What follows belongs to an exercise in optimizing a design on an open flow for small area, a short achievable clock period and few clock cycles per item; a production flow would make more cautious choices. Only simulation tests tie the RTL to the original design; equivalence was not proved.

## flow/design.v (module list and top-level ports; edited modules follow where they fit)
// module bcmd_fa: 10 lines
// module bcmd_xtree: 819 lines
// module bcmd_shtree: 78 lines
// module bcmd_filt: 194 lines
// module bcmd_q1tree: 318 lines
// module bcmd_ttree: 372 lines
// module bcmd_atree: 103 lines
// module bcmd_mixsum: 473 lines
// module bcmd_magtree: 137 lines
// module bcmd_integ: 166 lines
// module bcmd_target: 122 lines
// module balance_car_motor_drive: 340 lines
module balance_car_motor_drive (
  input  wire logic        clk_i,
  input  wire logic        rst_ni,
  input  wire logic        cfg_we_i,
  input  wire logic [2:0]  cfg_idx_i,
  input  wire logic [14:0] cfg_data_i,
  input  wire logic        s_axis_tvalid_i,
  output logic             s_axis_tready_o,
  input  wire logic [95:0] s_axis_tdata_i,
  output logic             m_axis_tvalid_o,
  input  wire logic        m_axis_tready_i,
  output logic [31:0]      m_axis_tdata_o
);
  // ...
==> flow/run.sh <==
#!/bin/bash
# synth_recipe.tcl (not shown) runs the flow's synth.tcl, then flattens the netlist and writes it again
# the make line also repeats each setting of config.mk as NAME=value (left out here)
make -C /OpenROAD-flow-scripts/flow DESIGN_CONFIG=/design/flow/config.mk WORK_HOME=/design/flow/orfs CLKGATE_MAP_FILE= SYNTH_SCRIPT=/design/flow/synth_recipe.tcl finish
==> flow/config.mk <==
export PLATFORM = sky130hd
export DESIGN_NAME = balance_car_motor_drive
export DESIGN_NICKNAME = balance_car_motor_drive
export VERILOG_FILES = /design/flow/design.v
export SDC_FILE = /design/flow/constraint.sdc
export NUM_CORES = 4
export LEC_CHECK = 0
export CAP_MARGIN = 20
export CORE_MARGIN = 2
export CORE_UTILIZATION = 60
export PLACE_DENSITY = 0.7
export SETUP_SLACK_MARGIN = 5
export SLEW_MARGIN = 20
export SYNTH_HIERARCHICAL = 1
export SYNTH_MINIMUM_KEEP_SIZE = 0
==> flow/constraint.sdc <==
create_clock -name core_clock -period 12.0 [get_ports {clk_i}]
set_input_delay 2.4000 -clock core_clock [delete_from_list [all_inputs] [get_ports {clk_i}]]
set_output_delay 2.4000 -clock core_clock [all_outputs]
set_load 0.01 [all_outputs]
==> run notes, run 1 <==
In this run the remaining antenna-violating nets after routing total 0. The detailed router put a total of 71.18 mm of wire on met1.

The count of buffers added by post-CTS timing repair for setup is 0, and the post-route DRC violation count is 0. The placed instances occupy a cell area of 71560 sq um. The run gives 0 as the hold violation total from the final report. Following the worst setup path forward leads to its endpoint at filt_c_q. The maximum fanout count along the critical path was 8. The launch point of the worst path was filt_t_q[6]. The first global-routing pass estimated 262.8 mm of wire. The global-route track usage on met1 is 38.46%, and the area used by sequential logic in the layout is 21390 sq um.

Relative area of non-clock buffer cells in the final design: 2.261%. 153 I/O pins were placed. The routed layout has 45.54k vias.

Yosys printed 7 warnings. Timing would allow up to 207.4 MHz. In the final design, more cell area goes to multi-input combinational cells than to any other class. The H-tree was split into 3 levels.

The count of clock tree sinks came out at 753. The largest registers in the layout are s2_xa: 36 flops, s2_xb: 36 flops. The root buffer cell chosen for the clock tree is clkbuf_16. For the largest net degree at the start of global routing, the log shows 191.

The final setup violation count is 0. The worst path uses 40.19% of the clock period. Hold repair after CTS inserted 0 buffers. Port buffering added 144 buffers. The run finished with no timing, DRC or antenna violations.

The worst hold path begins at s2_yaw[6]. The number of standard cells in the layout, taps in and fillers out is 7661. For the pin with the worst max-slew slack, the measured transition is 1.206 ns. Most common cell after layout, fill and taps aside: fa_1. Setup repair after global routing left no endpoint under its margin. The worst hold path terminates at s3_yaw[6]. The delay of the slowest cell on the worst path is 0.68 ns, and the average vias per placed instance is 5.944. Headroom to the max-slew limit came out at 19.37%. For the worst setup path, the data arrival time is 5.41 ns.

The minimum setup slack in the final design came out at 7.178 ns. Dividing the detail-routed wire length by the instance count gives 21.52 um.
Testbench counts, summed over its fixed seeds: cycles 3,264, items 3,200.
==> module balance_car_motor_drive, before the edit <==
module balance_car_motor_drive (
  input  wire logic        clk_i,
  input  wire logic        rst_ni,
  input  wire logic        cfg_we_i,
  input  wire logic [2:0]  cfg_idx_i,
  input  wire logic [14:0] cfg_data_i,
  input  wire logic        s_axis_tvalid_i,
  output logic             s_axis_tready_o,
  input  wire logic [95:0] s_axis_tdata_i,
  output logic             m_axis_tvalid_o,
  input  wire logic        m_axis_tready_i,
  output logic [31:0]      m_axis_tdata_o
);
  logic [9:0]  bkp_q, vkp_q, vki_q;
  logic [13:0] bkd_q;
  logic [12:0] pwm_lim_q;
  logic [14:0] int_lim_q;
  logic [7:0]  drv_spd_q;
  logic [5:0]  trn_lim_q;
  always_ff @(posedge clk_i or negedge rst_ni) begin
    if (!rst_ni) begin
      bkp_q     <= 10'd340;
      bkd_q     <= 14'd4096;
      vkp_q     <= 10'd80;
      vki_q     <= 10'd102;
      pwm_lim_q <= 13'd7000;
      int_lim_q <= 15'd6000;
      drv_spd_q <= 8'd20;
      trn_lim_q <= 6'd30;
    end else if (cfg_we_i) begin
      unique case (cfg_idx_i)
        3'd0: bkp_q     <= cfg_data_i[9:0];
        3'd1: bkd_q     <= cfg_data_i[13:0];
        3'd2: vkp_q     <= cfg_data_i[9:0];
        3'd3: vki_q     <= cfg_data_i[9:0];
        3'd4: pwm_lim_q <= cfg_data_i[12:0];
        3'd5: int_lim_q <= cfg_data_i[14:0];
        3'd6: drv_spd_q <= cfg_data_i[7:0];
        3'd7: trn_lim_q <= cfg_data_i[5:0];
        default: ;
      endcase
    end
  end
  logic [9:0]  bkp2_q;
  logic [13:0] bkd2_q;
  always_ff @(posedge clk_i) begin
    bkp2_q <= bkp_q;
    bkd2_q <= bkd_q;
  end
  logic v1_q, v2_q, v3_q, v4_q, v5_q, v6_q;
  logic ovalid_q, svalid_q, tready_q;
  logic [27:0] odata_q, sdata_q;
  logic adv, acc_in;
  assign adv    = !svalid_q;
  assign acc_in = s_axis_tvalid_i && adv;
  logic fwd_q;
  logic dec_fwd, dec_back;
  logic [7:0] in_cmd;
  assign in_cmd = s_axis_tdata_i[91:84];
  always_comb begin
    dec_fwd  = fwd_q;
    dec_back = s_axis_tdata_i[92];
    if (in_cmd[7]) begin
      if (in_cmd[5]) begin
        dec_fwd  = 1'b1;
        dec_back = 1'b0;
      end
      if (in_cmd[4]) begin
        dec_fwd  = 1'b0;
        dec_back = 1'b1;
      end
    end else begin
      dec_fwd  = 1'b0;
      dec_back = 1'b0;
    end
  end
  logic [16:0] s1_angle;
  logic [18:0] s1_rate;
  logic [15:0] s1_yaw;
  logic [12:0] s1_slo;
  logic [3:0]  s1_lh, s1_rh;
  logic        s1_mneg, s1_mpos, s1_turn, s1_tl, s1_gate, s1_stop;
  always_ff @(posedge clk_i) begin
    if (adv) begin
      s1_angle <= s_axis_tdata_i[16:0];
      s1_rate  <= s_axis_tdata_i[35:17];
      s1_yaw   <= (dec_fwd || dec_back) ? s_axis_tdata_i[51:36] : 16'd0;
      s1_slo   <= {1'b0, s_axis_tdata_i[63:52]} + {1'b0, s_axis_tdata_i[79:68]};
      s1_lh    <= s_axis_tdata_i[67:64];
      s1_rh    <= s_axis_tdata_i[83:80];
      s1_mneg  <= dec_fwd && !dec_back;
      s1_mpos  <= dec_back && !dec_fwd;
      s1_turn  <= in_cmd[3];
      s1_tl    <= in_cmd[1];
      s1_gate  <= s_axis_tdata_i[94] && !s_axis_tdata_i[93];
      s1_stop  <= s_axis_tdata_i[93];
    end
  end
  logic [35:0] st1_xa, st1_xb;
  logic [15:0] st1_sh;
  bcmd_xtree u_xtree (.a(s1_angle), .r(s1_rate), .kp(bkp_q), .kp2(bkp2_q), .kd(bkd_q),
                      .kd2(bkd2_q),
                      .xan(st1_xa), .xbn(st1_xb));
  logic [16:0] st1_sum;
  assign st1_sum = {{s1_lh[3], s1_lh} + {s1_rh[3], s1_rh} + {4'd0, s1_slo[12]}, s1_slo[11:0]};
  bcmd_shtree u_shtree (.sm(st1_sum), .sh(st1_sh));
  logic [35:0] s2_xa, s2_xb;
  logic [15:0] s2_sh;
  logic        s2_slnz;
  logic [9:0]  s2_stepl;
  logic [15:0] s2_yaw;
  logic        s2_mneg, s2_mpos, s2_turn, s2_tl, s2_gate, s2_stop;
  always_ff @(posedge clk_i) begin
    if (adv) begin
      s2_xa    <= st1_xa;
      s2_xb    <= st1_xb;
      s2_sh    <= st1_sh;
      s2_slnz  <= s1_slo[7:0] != 8'd0;
      s2_stepl <= bcmd_pkg::step_of(st1_sum);
      s2_yaw   <= s1_yaw;
      s2_mneg  <= s1_mneg;
      s2_mpos  <= s1_mpos;
      s2_turn  <= s1_turn;
      s2_tl    <= s1_tl;
      s2_gate  <= s1_gate;
      s2_stop  <= s1_stop;
    end
  end
  logic [17:0] filt_t_q;
  logic        filt_c_q;
  logic [15:0] target_q;
  logic        started_q;
  logic [9:0]  stepv_q;
  logic [17:0] st2_tn;
  bcmd_filt u_filt (.t(filt_t_q), .c2(filt_c_q), .sh(s2_sh), .tn(st2_tn));
  logic [9:0]  st2_step;
  logic [15:0] st2_target;
  assign st2_step = started_q ? stepv_q : s2_stepl;
  bcmd_target u_target (.tg(target_q), .step(st2_step), .tl(s2_tl), .turn(s2_turn),
                        .lim(trn_lim_q), .target(st2_target));
  logic [35:0] st2_x;
  assign st2_x = ~s2_xa + ~s2_xb;
  always_ff @(posedge clk_i or negedge rst_ni) begin
    if (!rst_ni) begin
      filt_t_q  <= '0;
      filt_c_q  <= 1'b0;
      target_q  <= '0;
      started_q <= 1'b0;
    end else if (adv && v2_q) begin
      filt_t_q  <= st2_tn;
      filt_c_q  <= st2_tn[17] && s2_slnz;
      target_q  <= st2_target;
      started_q <= s2_turn;
    end
  end
  always_ff @(posedge clk_i) begin
    if (adv && v2_q) stepv_q <= st2_step;
  end
  logic [19:0] s3_bal;
  logic        s3_bc;
  logic [17:0] s3_ft;
  logic        s3_fc;
  logic [15:0] s3_yaw;
  logic [8:0]  s3_nm;
  logic        s3_mpos, s3_gate, s3_stop;
  always_ff @(posedge clk_i) begin
    if (adv) begin
      s3_bal  <= st2_x[35:16];
      s3_ft   <= st2_tn;
      s3_fc   <= st2_tn[17] && s2_slnz;
      s3_bc   <= st2_x[35] && (st2_x[15:0] != 16'd0);
      s3_yaw  <= s2_yaw;
      s3_nm   <= s2_mneg ? {1'b0, drv_spd_q} : s2_mpos ? 9'd256 - {1'b0, drv_spd_q} : 9'd0;
      s3_mpos <= s2_mpos;
      s3_gate <= s2_gate;
      s3_stop <= s2_stop;
    end
  end
  logic [15:0] integ_q;
  logic [15:0] st3_integ;
  bcmd_integ u_integ (.ig(integ_q), .t(filt_t_q), .c2(filt_c_q), .nm(s3_nm), .mpos(s3_mpos),
                      .lim(int_lim_q), .integ(st3_integ));
  always_ff @(posedge clk_i or negedge rst_ni) begin
    if (!rst_ni) begin
      integ_q <= '0;
    end else if (adv && v3_q) begin
      integ_q <= s3_stop ? 16'd0 : st3_integ;
    end
  end
  logic [28:0] st3_qa, st3_qb;
  bcmd_q1tree u_q1 (.t(s3_ft), .c2(s3_fc), .k(vkp_q), .qa(st3_qa), .qb(st3_qb));
  logic        st3_s, st3_cz;
  logic [15:0] st3_xs;
  bcmd_atree u_atree (.yaw(s3_yaw), .tg(target_q), .s(st3_s), .xs(st3_xs), .cz(st3_cz));
  logic [19:0] s4_bal;
  logic        s4_bc;
  logic [28:0] s4_qa, s4_qb;
  logic [15:0] s4_ig;
  logic [15:0] s4_xs;
  logic        s4_cz, s4_s, s4_gate;
  always_ff @(posedge clk_i) begin
    if (adv) begin
      s4_bal  <= s3_bal;
      s4_bc   <= s3_bc;
      s4_qa   <= st3_qa;
      s4_ig   <= st3_integ;
      s4_qb   <= st3_qb;
      s4_xs   <= st3_xs;
      s4_cz   <= st3_cz;
      s4_s    <= st3_s;
      s4_gate <= s3_gate;
    end
  end
  logic [28:0] st4_ta, st4_tb;
  logic        st4_c8, st4_nz;
  logic [10:0] st4_mag;
  bcmd_ttree u_ttree (.qa(s4_qa), .qb(s4_qb), .ig(s4_ig), .k(vki_q), .ta(st4_ta), .tb(st4_tb),
                      .c8(st4_c8), .nz(st4_nz));
  bcmd_magtree u_mag (.xs(s4_xs), .cz(s4_cz), .mag(st4_mag));
  logic [19:0] s5_bal;
  logic        s5_bc;
  logic [28:0] s5_ta, s5_tb;
  logic        s5_c8, s5_nz;
  logic [10:0] s5_mag;
  logic        s5_s, s5_gate;
  always_ff @(posedge clk_i) begin
    if (adv) begin
      s5_bal  <= s4_bal;
      s5_bc   <= s4_bc;
      s5_ta   <= st4_ta;
      s5_tb   <= st4_tb;
      s5_c8   <= st4_c8;
      s5_nz   <= st4_nz;
      s5_mag  <= st4_mag;
      s5_s    <= s4_s;
      s5_gate <= s4_gate;
    end
  end
  logic        st5_vc, st5_hp1, st5_h0, st5_hm1, st5_hm2, st5_hm3, st5_hneg;
  logic [15:0] st5_lsl, st5_rsl;
  bcmd_mixsum u_mix (.ta(s5_ta), .tb(s5_tb), .c8(s5_c8), .nz(s5_nz), .bal(s5_bal), .bc(s5_bc),
                     .mag(s5_mag), .s(s5_s), .vc(st5_vc), .hp1(st5_hp1), .h0(st5_h0),
                     .hm1(st5_hm1), .hm2(st5_hm2), .hm3(st5_hm3), .hneg(st5_hneg),
                     .lsl(st5_lsl), .rsl(st5_rsl));
  logic [15:0] s6_lsl, s6_rsl;
  logic        s6_hp1, s6_h0, s6_hm1, s6_hm2, s6_hm3, s6_hneg, s6_gate;
  always_ff @(posedge clk_i) begin
    if (adv) begin
      s6_lsl  <= st5_lsl;
      s6_rsl  <= st5_rsl;
      s6_hp1  <= st5_hp1;
      s6_h0   <= st5_h0;
      s6_hm1  <= st5_hm1;
      s6_hm2  <= st5_hm2;
      s6_hm3  <= st5_hm3;
      s6_hneg <= st5_hneg;
      s6_gate <= s5_gate;
    end
  end
  function automatic logic [13:0] drive(input logic [15:0] sl,
                                        input logic hp1, input logic h0, input logic hm1,
                                        input logic hm2, input logic hm3, input logic hneg,
                                        input logic [12:0] pl, input logic on);
    logic [12:0] lo;
    logic [2:0]  c;
    logic        is0, ism1, neg;
    logic [13:0] lp;
    lo   = sl[12:0];
    c    = sl[15:13];
    is0  = (c == 3'b111 && hp1) || (c == 3'b000 && h0) || (c == 3'b001 && hm1) ||
           (c == 3'b010 && hm2);
    ism1 = (c == 3'b111 && h0) || (c == 3'b000 && hm1) || (c == 3'b001 && hm2) ||
           (c == 3'b010 && hm3);
    neg  = hneg && !(hm1 && c == 3'b010);
    lp   = {1'b0, lo} + {1'b0, pl};
    if (!on) begin
      drive = {1'b1, 13'd0};
    end else if (is0) begin
      drive[12:0] = (lo > pl) ? pl : lo;
      drive[13]   = (lo == 13'd0) || (pl == 13'd0);
    end else if (ism1) begin
      drive[12:0] = lp[13] ? -lo : pl;
      drive[13]   = 1'b1;
    end else begin
      drive[12:0] = pl;
      drive[13]   = neg || (pl == 13'd0);
    end
  endfunction
  logic [27:0] st6_res;
  assign st6_res = {drive(s6_rsl, s6_hp1, s6_h0, s6_hm1, s6_hm2, s6_hm3, s6_hneg,
                          pwm_lim_q, s6_gate),
                    drive(s6_lsl, s6_hp1, s6_h0, s6_hm1, s6_hm2, s6_hm3, s6_hneg,
                          pwm_lim_q, s6_gate)};
  logic exit_v, take;
  assign exit_v = v6_q && adv;
  assign take   = ovalid_q && m_axis_tready_i;
  always_ff @(posedge clk_i or negedge rst_ni) begin
    if (!rst_ni) begin
      fwd_q    <= 1'b0;
      v1_q     <= 1'b0;
      v2_q     <= 1'b0;
      v3_q     <= 1'b0;
      v4_q     <= 1'b0;
      v5_q     <= 1'b0;
      v6_q     <= 1'b0;
      ovalid_q <= 1'b0;
      svalid_q <= 1'b0;
      tready_q <= 1'b1;
    end else begin
      if (acc_in) fwd_q <= dec_fwd;
      if (adv) begin
        v1_q <= acc_in;
        v2_q <= v1_q;
        v3_q <= v2_q;
        v4_q <= v3_q;
        v5_q <= v4_q;
        v6_q <= v5_q;
      end
      if (!ovalid_q || take) begin
        ovalid_q <= svalid_q || exit_v;
        svalid_q <= 1'b0;
        tready_q <= 1'b1;
      end else if (exit_v) begin
        svalid_q <= 1'b1;
        tready_q <= 1'b0;
      end
    end
  end
  always_ff @(posedge clk_i) begin
    if (!ovalid_q || take) begin
      odata_q <= svalid_q ? sdata_q : st6_res;
    end
    if (!svalid_q) begin
      sdata_q <= st6_res;
    end
  end
  assign s_axis_tready_o = tready_q;
  assign m_axis_tvalid_o = ovalid_q;
  assign m_axis_tdata_o  = {4'd0, odata_q};
endmodule
==> run 2, diff against run 1 <==
--- a/flow/design.v
+++ b/flow/design.v
@@ -3192,3 +3192,4 @@
   logic [17:0] filt_t_q;
-  logic        filt_c_q;
+  logic        filt_z_q, filt_c;
+  assign filt_c = filt_t_q[17] && filt_z_q;
   logic [15:0] target_q;
@@ -3197,3 +3198,3 @@
   logic [17:0] st2_tn;
-  bcmd_filt u_filt (.t(filt_t_q), .c2(filt_c_q), .sh(s2_sh), .tn(st2_tn));
+  bcmd_filt u_filt (.t(filt_t_q), .c2(filt_c), .sh(s2_sh), .tn(st2_tn));
   logic [9:0]  st2_step;
@@ -3208,3 +3209,3 @@
       filt_t_q  <= '0;
-      filt_c_q  <= 1'b0;
+      filt_z_q  <= 1'b0;
       target_q  <= '0;
@@ -3213,3 +3214,3 @@
       filt_t_q  <= st2_tn;
-      filt_c_q  <= st2_tn[17] && s2_slnz;
+      filt_z_q  <= s2_slnz;
       target_q  <= st2_target;
@@ -3224,3 +3225,4 @@
   logic [17:0] s3_ft;
-  logic        s3_fc;
+  logic        s3_fz, s3_fc;
+  assign s3_fc = s3_ft[17] && s3_fz;
   logic [15:0] s3_yaw;
@@ -3232,3 +3234,3 @@
       s3_ft   <= st2_tn;
-      s3_fc   <= st2_tn[17] && s2_slnz;
+      s3_fz   <= s2_slnz;
       s3_bc   <= st2_x[35] && (st2_x[15:0] != 16'd0);
@@ -3243,3 +3245,3 @@
   logic [15:0] st3_integ;
-  bcmd_integ u_integ (.ig(integ_q), .t(filt_t_q), .c2(filt_c_q), .nm(s3_nm), .mpos(s3_mpos),
+  bcmd_integ u_integ (.ig(integ_q), .t(filt_t_q), .c2(filt_c), .nm(s3_nm), .mpos(s3_mpos),
                       .lim(int_lim_q), .integ(st3_integ));
--- a/flow/config.mk
+++ b/flow/config.mk
@@ -9,4 +9,4 @@
 export CORE_MARGIN = 2
-export CORE_UTILIZATION = 60
-export PLACE_DENSITY = 0.7
+export CORE_UTILIZATION = 65
+export PLACE_DENSITY = 0.75
 export SETUP_SLACK_MARGIN = 5
==> run notes, run 2 <==
The average vias per placed instance is 6.081 (+2.3%), and the starting density of the core is 65.76%. Once the clock tree was built, the resizer swapped 0 gates to a different size. The routed via count is 46.15k (+1.3%), and the fill cell total of the finished layout is 7693.

The hold violation total from the final report is 0 (unchanged). The amount of wire on met3 after detailed routing was 12.30 mm; the number of cell rows was 120. For the maximum buffer depth of the clock tree, the log shows 3. The top-level I/O count is 153 (unchanged). The reg-to-reg critical path startpoint was filt_t_q[17].

The startpoint type of the worst setup path is a flip-flop. In this run the mean area of a mapped cell was 11.31 sq um. The worst hold path begins at s3_bal[9]. Uppermost layer routed: met5.

TritonCTS built the clock tree. The congestion estimate from routability-driven global placement came to 0.9463. Total negative setup slack: 0 ns.

For the synthesis warning total, the log shows 7 (unchanged). The count of buffers added by post-CTS timing repair for setup came out at 0 (unchanged). The run finished with no timing, DRC or antenna violations. The first-pass iteration count of the detailed router is 6. The clock arrives with 0.03658 ns of skew. The initial antenna violation count was 10.

For the H-tree level count, the log shows 3 (unchanged). For the post-route DRC violation count, the log shows 0 (unchanged). The number of global-route vias before repair is 48.12k. The min-delay analysis places its worst path in the category reg -> reg. For this run the aggregate overflow at the end of global routing stands at 0. The worst setup path is of the reg -> reg kind.

The gate count of the mapped netlist was 6241. The tools report the core footprint as 107400 sq um. Count of input and output buffers: 144 (unchanged). Walking the worst path, the cells encountered are inv_1, fa_1, fa_1, fa_1, ha_1, and3_4, nand2_1, o41ai_2, nor2_1, xnor2_1, mux2_2.

The largest net degree at the start of global routing was 193 (+1.0%). The count of clock tree sinks is 753 (unchanged), and the sum of net half-perimeters after detailed placement is 126.3 mm. The normalized max-slew margin is 23.03% (+3.7 points).

The clock transition time at the flip-flop clock pins of the worst setup and hold paths came out at 0.06 ns. For the number of antenna diodes, the log shows 0. In the layout the commonest cells are fa_1, nand2_1, ha_1. The wire length of the first global-routing pass is 263.0 mm (about the same).

The tools report the overall track demand over capacity in global routing as 30.24%. The data required time of the worst path was 12.54 ns; the number of maximum-capacitance constraint violations was 0. After detailed routing, the total wire length is 164.1 mm. The worst setup path is captured at a flip-flop. Area of the die: 111300 sq um. The maximum fanout count along the critical path came out at 14 (+6). The die is 333.6 um wide. For the area of the multi-input gates, the log shows 44710 sq um. The largest registers in the layout are s2_xa: 36 flops, s2_xb: 36 flops. Setup repair after global routing left no endpoint under its margin. The number of max-slew violations in the final report was 0.

For the signal arrival time at the worst endpoint, the log shows 5.33 ns (-0.08 ns). Buffers inserted during clock tree synthesis total 88. The tools report the timing-limited maximum frequency as 208.7 MHz (+0.64%). For the area used by sequential logic in the layout, the log shows 21390 sq um (unchanged). The area overhead of the layout relative to synthesis was 5.677%.

The post-route netlist has 7.373% of its cells at a drive strength greater than 1. After layout, the minimum clock period comes to 4.792 ns. Leaving out fill and tap cells, the most frequent cell in the layout is fa_1.

The tools report the final setup violation count as 0 (unchanged). The pin slew with the least headroom to its limit works out to 1.151 ns (-0.05475 ns). The die is 333.6 um tall.

The cell at the slowest stage of the critical path was dfrtp_1. The tools report the length of routed met2 wiring as 78.12 mm. In this run the worst setup path begins at filt_t_q[17]. The share of the clock period used by the worst path after layout was 39.93% (-0.26 points); the routed length per instance was 21.63 um (+0.49%). For the routed length on met1, the log shows 67.33 mm (-5.4%). The final antenna-violating net count came out at 0 (unchanged). The root buffer cell chosen for the clock tree is clkbuf_16. The mapped netlist covers 70600 sq um. Counting stages on the worst path, the most repeated cell is fa_1.

Source-to-sink clock delay at the later pin of the worst-skew pair: 0.69 ns. The final layout contains 7762 nets. Delay of the slowest cell on the worst path: 0.84 ns (+0.16 ns).

After the first detailed-routing iteration, the DRC count stood at 3546. The logs give 69.49% for the final standard cell utilization of the core and 0 (unchanged) for the count of hold-fix buffers inserted at cts.
## run 2: cell count changes in the layout (fill, tap and decap cells not counted), sizes merged, moves of 6 or more
cell / delta
a211o: +9
a21o: -22
o221ai: -9
xor2: -12
a31oi: +18
inv: +10
nor2: +19
o21ai: +9
a211oi: +7
clkbuf: +9
xnor2: +6
bufinv: -6
## run 2: cell type report
cell class                 count  share of cell area [%]
clock buffer                 118                   3.364
clock inverter                46                  0.6205
inverter                     546                   2.752
multi-input combinational   4547                   59.93
sequential                   753                   28.67
tap                         1403                   2.353
timing repair buffer         175                   2.309
## run 2: final timing paths
| kind | endpoint | slack [ns] | cells past startpoint |
|---|---|---|---|
| max | filt_t_q[13] | 7.21 | 11 |
| min | s4_bal[9] | 0.40 | 0 |
| max reg2reg | filt_t_q[13] | 7.21 | 11 |
| min reg2reg | s4_bal[9] | 0.40 | 0 |
| max in group asynchronous | bkp_q[5] | 8.66 | 2 |
| min in group asynchronous | pwm_lim_q[1] | 1.77 | 1 |
## run 2: stage by stage
| step | hold slack, ns | setup slack, ns | instance area (sq um) | std cells |
|---|---|---|---|---|
| detailed placement | 0.4045 | 7.087 | 71580 | 7422 |
| CTS | 0.4014 | 7.184 | 74560 | 7586 |
| finish | 0.3973 | 7.208 | 74600 | 7588 |
| global route | 0.4191 | 6.911 | 74600 | 7588 |
| floorplan | 0.3588 | 2.806 | 70650 | 6247 |
| global placement | 0.4017 | 7.093 | 71580 | 7422 |
## run 2: metal layers
| layer | global-route usage, % | up-vias |
|---|---|---|
| met5 | 0 | - |
| met4 | 11.01 | 14 |
| met3 | 6.518 | 351 |
| met2 | 49.70 | 1695 |
| met1 | 39.80 | 23230 |
| li1 | - | 20860 |
## run 2: worst max-delay path: cells and delay by family (launching register included)
kind / cells / cell delay (ns)
compound gates: 1 / 0.57
buf+inv: 1 / 0.35
xor+xnor: 1 / 0.18
simple gates: 3 / 0.48
mux: 1 / 0.28
fa+ha+maj: 4 / 1.97
flops: 1 / 0.84
Testbench counts of run 2, summed over its fixed seeds: cycles 3,264, items 3,200.
==> run 3, diff against run 2 <==
--- a/flow/config.mk
+++ b/flow/config.mk
@@ -9,4 +9,4 @@
 export CORE_MARGIN = 2
-export CORE_UTILIZATION = 65
-export PLACE_DENSITY = 0.75
+export CORE_UTILIZATION = 60
+export PLACE_DENSITY = 0.7
 export SETUP_SLACK_MARGIN = 5
==> run notes, run 3 <==
The run gives 0 (unchanged) as the hold violation total from the final report. The iteration-0 DRC count of the detailed router is 3608 (+1.7%), and the final weighted congestion of routability-driven global placement is 0.9359 (-1.1%). STA classifies the critical path startpoint as a flip-flop. The run gives 21390 sq um (unchanged) as the area used by sequential logic in the layout. Die extent in x: 347.0 um (+4.0%).

The fill cell total of the finished layout was 9119 (+19%). Critical path class: reg -> reg. Most common cell after layout, fill and taps aside: fa_1.

For the count of buffers added by post-CTS timing repair for setup, the log shows 0 (unchanged). The routed via count was 45.86k (-0.62%); the routed length per instance was 21.52 um (-0.50%). Top-level I/O count: 153 (unchanged). The area growth from synthesis to layout is 5.888%. The share of the clock period used by the worst path after layout works out to 39.16% (-0.77 points). The quantity of gates resized following cts is 0 (unchanged), and the area of the die is 120400 sq um (+8.2%). The area of the mapped netlist is 70600 sq um (unchanged). Type of the most critical hold path: reg -> reg. The ratio of cells with drive above 1 in the final layout is 7.334% (-0.038 points). The area of the multi-input gates came out at 44710 sq um (unchanged). Setup repair after global routing left no endpoint under its margin.

The largest net degree at the start of global routing is 90 (-53%), and the total negative setup slack is 0 ns (unchanged). The first-pass iteration count of the detailed router is 6 (unchanged). In the final layout, the registers with the most flip-flops are s2_xa: 36 flops, s2_xb: 36 flops.

The count of input and output buffers was 144 (unchanged); the final setup violation count was 0 (unchanged). Clock transition time at the flip-flop clock pins of the worst setup and hold paths: 0.06 ns (about the same). The final antenna-violating net count is 0 (unchanged), and the count of hold-fix buffers inserted at cts is 0 (unchanged).

The tools report the worst clock skew as 0.04895 ns (+0.01237 ns). The maximum fanout count along the critical path is 4 (-10), and the overflow left after global routing is 0 (unchanged). The overall track demand over capacity in global routing was 28.30% (-1.9 points). The post-route DRC violation count is 0 (unchanged), and the synthesis warning total is 7 (unchanged). The tools report the wire length of the first global-routing pass as 265.9 mm (+1.1%).

The buffer cell driving the clock tree root was clkbuf_16. STA classifies the critical path endpoint as a flip-flop. The number of buffers created by CTS is 87 (-1.1%), and the H-tree level count is 3 (unchanged). The normalized max-slew margin was 22.00% (-1.0 points); the number of max-slew violations in the final report was 0 (unchanged). The run finished with no timing, DRC or antenna violations. The average cell area after synthesis was 11.31 sq um (unchanged). The y dimension of the die was 347.0 um (+4.0%).

For the starting density of the core, the log shows 60.59% (-5.2 points). The number of standard cells in the layout, taps in and fillers out was 7718 (+1.7%); the pin slew with the least headroom to its limit was 1.170 ns (+0.01903 ns). Initial antenna violation count: 14 (+4). TritonCTS built the clock tree. For the sum of net half-perimeters after detailed placement, the log shows 128.1 mm (+1.5%). The library cells used most frequently in the layout, excluding fill and tap cells, are fa_1, nand2_1, ha_1.

The signal arrival time at the worst endpoint was 5.15 ns (-0.18 ns); the source-to-sink clock delay at the later pin of the worst-skew pair was 0.72 ns (+0.03 ns). The data required time of the worst path was 12.45 ns (-0.09 ns). The number of global-route vias before repair is 47.75k (-0.75%), and the final standard cell utilization of the core is 64.16% (-5.3 points). The count of clock tree sinks is 753 (unchanged). For the core footprint, the log shows 116500 sq um (+8.5%).

The logs give 3 (unchanged) for the maximum buffer depth of the clock tree and 212.8 MHz (+2.0%) for the timing-limited maximum frequency. For the final layout net count, the log shows 7767 (+0.064%). The wire length reported by the detailed router came out at 166.1 mm (+1.2%). The total instance count after detailed placement is 7551 (+1.7%), and the gate count of the mapped netlist is 6241 (unchanged).

The number of maximum-capacitance constraint violations was 0 (unchanged); the minimum period implied by the final worst setup slack was 4.699 ns (-0.09272 ns). The number of cell rows was 125 (+4.2%). The average vias per placed instance works out to 5.942 (-2.3%).

[run 3: changes by cell type in the layout (fill, tap and decap cells not counted), sizes merged]
cell / delta
bufinv: +4
clkdlybuf4s50: +1
diode: +4
buf: +5
clkinv: +5
inv: +1
clkinvlp: +2
clkbuf: -13
[run 3: metal layers]
layer  routed length [um]  GRT usage [%]  up-vias
met5                   44              0        -
met4                 5968          10.32        6
met3                11130          5.186      330
met2                78440          45.75     1583
met1                70540          38.48    23090
li1                     -              -    20850
[run 3: area by class of cell]
cell class | instances | area share, %
flip-flops and latches | 753 | 28.61
well taps | 1524 | 2.551
clock inverters | 58 | 0.8402
repair buffers | 181 | 2.311
clock buffers | 105 | 3.113
multi-input cells | 4547 | 59.81
inverters | 546 | 2.747
diodes | 4 | 0.01339
[run 3: final timing paths]
kind                       depth (start not counted)  slack [ns]  startpoint     endpoint
setup / recovery                                  13        7.30   s5_bal[1]   s6_rsl[15]
hold / removal                                     0        0.41     s4_gate      s5_gate
setup reg to reg                                  13        7.30   s5_bal[1]   s6_rsl[15]
hold reg to reg                                    0        0.41     s4_gate      s5_gate
max in group asynchronous                          2        8.74      rst_ni  filt_t_q[2]
min in group asynchronous                          1        1.77      rst_ni  target_q[1]
[run 3: worst max-delay path: stages, from the launching register on]
cell and delay [ns]:
edfxtp_1 0.54, fa_1 0.56, fa_1 0.42, ha_1 0.36
fa_1 0.44, ha_1 0.35, nor2b_1 0.19, o21a_1 0.16
nor3_1 0.05, mux2i_1 0.29, nand3_1 0.20, a31oi_1 0.49
a21oi_1 0.18, o21a_1 0.19
[run 3: through the flow]
stage                     hold WS [ns]  worst slack [ns]  cell area, sq um
after CTS                       0.4150             7.223             74730
after global placement          0.4010             7.123             71770
after detailed placement        0.4045             7.037             71770
after global routing            0.4170             6.977             74750
after floorplan                 0.3588             2.806             70650
final                           0.4138             7.301             74750

-- separate check: timing with driven ports --
No port has a modelled driver above. Below, the same layouts with a new extraction and two added sets of constraints.
Step 1 assumes that a clkbuf_16 drives the clock port and a buf_2 every other input.
Step 2 also shifts input and output timing later by t, the mid clock arrival at the registers, as if the neighbouring blocks saw the same clock.
Slacks: ideal ports / drivers / drivers and shift; pairs: ideal ports / drivers.
run	t, ns	slack for setup (ns)	hold WS [ns]	clock arrival spread, ns
run 1	0.733	7.178 / 7.178 / 6.784	0.409 / 0.409 / 0.409	0.032 / 0.032
run 2	0.744	7.208 / 7.208 / 7.070	0.397 / 0.397 / 0.397	0.048 / 0.047
run 3	0.778	7.301 / 7.301 / 6.955	0.414 / 0.414 / 0.414	0.054 / 0.055
After both steps setup and hold are still met in every run listed. For run 1, which loses most, drivers alone change the setup slack by 0.000 ns; drivers and shift together by -0.394 ns.
